From an optimization exercise on the open Yosys and OpenROAD flow, aimed at small area; shortcuts taken in it are not production practice. Function was checked by simulation only, so behaviour that the tests miss may differ from the original. Power figures rest on the tool's default switching activity, not on a simulated workload.

## ir_stage
module ir_stage (
  input  wire logic                         clk_i,
  input  wire logic                         rst_ni,
  input  wire logic [1:0]                   us_valid_i,
  input  wire ir_pkg::instr_t                       us_instr0_i,
  input  wire ir_pkg::instr_t                       us_instr1_i,
  output logic [1:0]                        ir_rdy_o,
  output ir_pkg::reg_addr_t                         rf_raddr_p0a_o,
  output ir_pkg::reg_addr_t                         rf_raddr_p0b_o,
  output ir_pkg::reg_addr_t                         rf_raddr_p1a_o,
  output ir_pkg::reg_addr_t                         rf_raddr_p1b_o,
  input  wire ir_pkg::reg_data_t                    rf_rdata_p0a_i,
  input  wire ir_pkg::reg_data_t                    rf_rdata_p0b_i,
  input  wire ir_pkg::reg_data_t                    rf_rdata_p1a_i,
  input  wire ir_pkg::reg_data_t                    rf_rdata_p1b_i,
  input  wire logic [ir_pkg::NUM_WR_PORTS-1:0]      rf_we_i,
  input  wire ir_pkg::reg_addr_t [ir_pkg::NUM_WR_PORTS-1:0] rf_waddr_i,
  input  wire ir_pkg::reg_data_t [ir_pkg::NUM_WR_PORTS-1:0] rf_wdata_i,
  input  wire logic                         ir_flush_i,
  input  wire logic                         ir_flush_s0_i,
  input  wire logic                         ir_hold_i,
  input  wire logic [1:0]                   ds_rdy_i,
  output logic [1:0]                        ir_valid_o,
  output logic                              ira_is0_o,
  output ir_pkg::ir_dec_t                           ira_dec_o,
  output ir_pkg::ir_dec_t                           irb_dec_o,
  output ir_pkg::reg_data_t                         ira_op1_o,
  output ir_pkg::reg_data_t                         ira_op2_o,
  output ir_pkg::reg_data_t                         irb_op1_o,
  output ir_pkg::reg_data_t                         irb_op2_o
);
Settings: LEC_CHECK=0, CAP_MARGIN=5, CORE_MARGIN=2, CORE_UTILIZATION=25, SLEW_MARGIN=5, SYNTH_HIERARCHICAL=1; clock period 6.0 ns.
standard.sh (not shown) runs the stock make flow with config.mk's settings and CLKGATE_MAP_FILE= SYNTH_SCRIPT=/design/flow/synth_recipe.tcl, a recipe that flattens the netlist after the stock synthesis.
==> flow/flow/run.sh <==
#!/bin/bash
# Standard ORFS layout (standard synthesis unchanged). Combinational cells
# start at their smallest size before floorplan, port buffers use the
# smallest buffer cell, CTS skips dummy loads.
set -euo pipefail
export BUFFER_PORTS_ARGS="-buffer_cell sky130_fd_sc_hd__buf_1"
export CTS_ARGS="-sink_clustering_enable -repair_clock_nets -dont_use_dummy_load -buf_list sky130_fd_sc_hd__clkbuf_4 -sink_clustering_size 8 -sink_clustering_max_diameter 40"
export PRE_FLOORPLAN_TCL="$(pwd)/flow/downsize.tcl"
bash standard.sh > standard_flow.log 2>&1
==> flow/flow/downsize.tcl <==
# Before floorplan: give every combinational cell the smallest drive strength
# of its own function. Later repair (slew, capacitance, timing) sizes up again
# where the loads need it. Registers, buffers and clock cells are left alone.
set db [ord::get_db]
set block [ord::get_db_block]
set dont_use {}
if { [info exists ::env(DONT_USE_CELLS)] } { set dont_use $::env(DONT_USE_CELLS) }
array set smallest {}
foreach lib [$db getLibs] {
  foreach m [$lib getMasters] {
    set n [$m getName]
    if { ![regexp {^(sky130_fd_sc_hd__[a-z0-9]+)_[0-9]+$} $n -> base] } { continue }
    if { [lsearch -exact $dont_use $n] >= 0 } { continue }
    set a [expr { [$m getWidth] * [$m getHeight] }]
    if { ![info exists smallest($base)] || $a < [lindex $smallest($base) 1] } {
      set smallest($base) [list $m $a]
    }
  }
}
set n_swapped 0
set saved 0
foreach inst [$block getInsts] {
  set m [$inst getMaster]
  set n [$m getName]
  if { ![regexp {^(sky130_fd_sc_hd__([a-z0-9]+))_[0-9]+$} $n -> base short] } { continue }
  if { [regexp {^(df|edf|sdf|sedf|dl|buf|clkbuf|clkdly|dlygate|dlymetal|tap|conb|diode|fill|decap|clkinv|lpflow|probe|ebuf|einv)} $short] } { continue }
  if { ![info exists smallest($base)] } { continue }
  set nm [lindex $smallest($base) 0]
  if { $nm eq $m } { continue }
  set a [expr { [$m getWidth] * [$m getHeight] }]
  if { [lindex $smallest($base) 1] >= $a } { continue }
  if { [$inst swapMaster $nm] } {
    incr n_swapped
    set saved [expr { $saved + $a - [lindex $smallest($base) 1] }]
  }
}
puts "downsize: $n_swapped cells swapped to their smallest size, [expr { $saved / 1e6 }] um^2 less"
Edit:
==> flow/flow/run.sh (replaced) <==
#!/bin/bash
# Standard ORFS layout (standard synthesis unchanged). Combinational cells
# start at their smallest size before floorplan, port buffers use the
# smallest buffer cell, CTS skips dummy loads, and gates off the critical
# paths are downsized again after global routing.
set -euo pipefail
export BUFFER_PORTS_ARGS="-buffer_cell sky130_fd_sc_hd__buf_1"
export CTS_ARGS="-sink_clustering_enable -repair_clock_nets -dont_use_dummy_load -buf_list sky130_fd_sc_hd__clkbuf_4 -sink_clustering_size 8 -sink_clustering_max_diameter 40"
export RECOVER_POWER=100
export PRE_FLOORPLAN_TCL="$(pwd)/flow/downsize.tcl"
bash standard.sh > standard_flow.log 2>&1
--- a/flow/config.mk
+++ b/flow/config.mk
@@ -6,7 +6,7 @@
 export NUM_CORES = 4
 export LEC_CHECK = 0
-export CAP_MARGIN = 5
+export CAP_MARGIN = 10
 export CORE_MARGIN = 2
 export CORE_UTILIZATION = 25
-export SLEW_MARGIN = 5
+export SLEW_MARGIN = 10
 export SYNTH_HIERARCHICAL = 1
This time the run completed, yet does not pass: max-capacitance violations, max-slew violations.
Cell area came out lower by 0.64%.
Non-clock buffer count is unchanged.
Power is about the same.
Setup slack is worse by 0.38 ns.
Edit:
==> flow/flow/run.sh (replaced) <==
#!/bin/bash
# Standard ORFS layout (standard synthesis unchanged). Combinational cells
# start at their smallest size before floorplan, port buffers use the
# smallest buffer cell, CTS skips dummy loads.
set -euo pipefail
export BUFFER_PORTS_ARGS="-buffer_cell sky130_fd_sc_hd__buf_1"
export CTS_ARGS="-sink_clustering_enable -repair_clock_nets -dont_use_dummy_load -buf_list sky130_fd_sc_hd__clkbuf_4 -sink_clustering_size 8 -sink_clustering_max_diameter 40"
export PRE_FLOORPLAN_TCL="$(pwd)/flow/downsize.tcl"
bash standard.sh > standard_flow.log 2>&1
This time the run finished with timing, DRC and antenna clean.
Worst setup slack improved by 0.38 ns.
Synthesized cell count stays the same.
Clock power is about the same.
Wire length barely changes.
Total power is about the same.
Design area went up by about 0.64%.
Non-clock buffer count is unchanged.

static timing again, ports no longer ideal:
How much do the figures lean on ideal ports? The routed layouts below were timed once more, with nothing changed but the port constraints.
Step 1: set_driving_cell puts a clkbuf_16 on clk_i and a buf_2 on each other input, an assumption about the parent block.
Step 2 adds t to the input delays and takes it off the output delays; t is the mean of the earliest and latest rising clock arrival at the registers after step 1. Input paths then give back, and output paths get back, about the clock's delay inside the block.
Three values: ideal ports, drivers, drivers and shift; two values: the first two.
run	t (ns)	slack for setup (ns)	worst slew at a driven data input, ns
the first run	0.849	1.076 / 1.076 / 0.546	0.17
the second run	0.843	0.696 / 0.725 / -0.118	0.18
the third run	0.849	1.076 / 1.076 / 0.546	0.17
The setup slack of the second run, which loses most, moves by +0.029 ns with the drivers and by -0.814 ns with both steps.
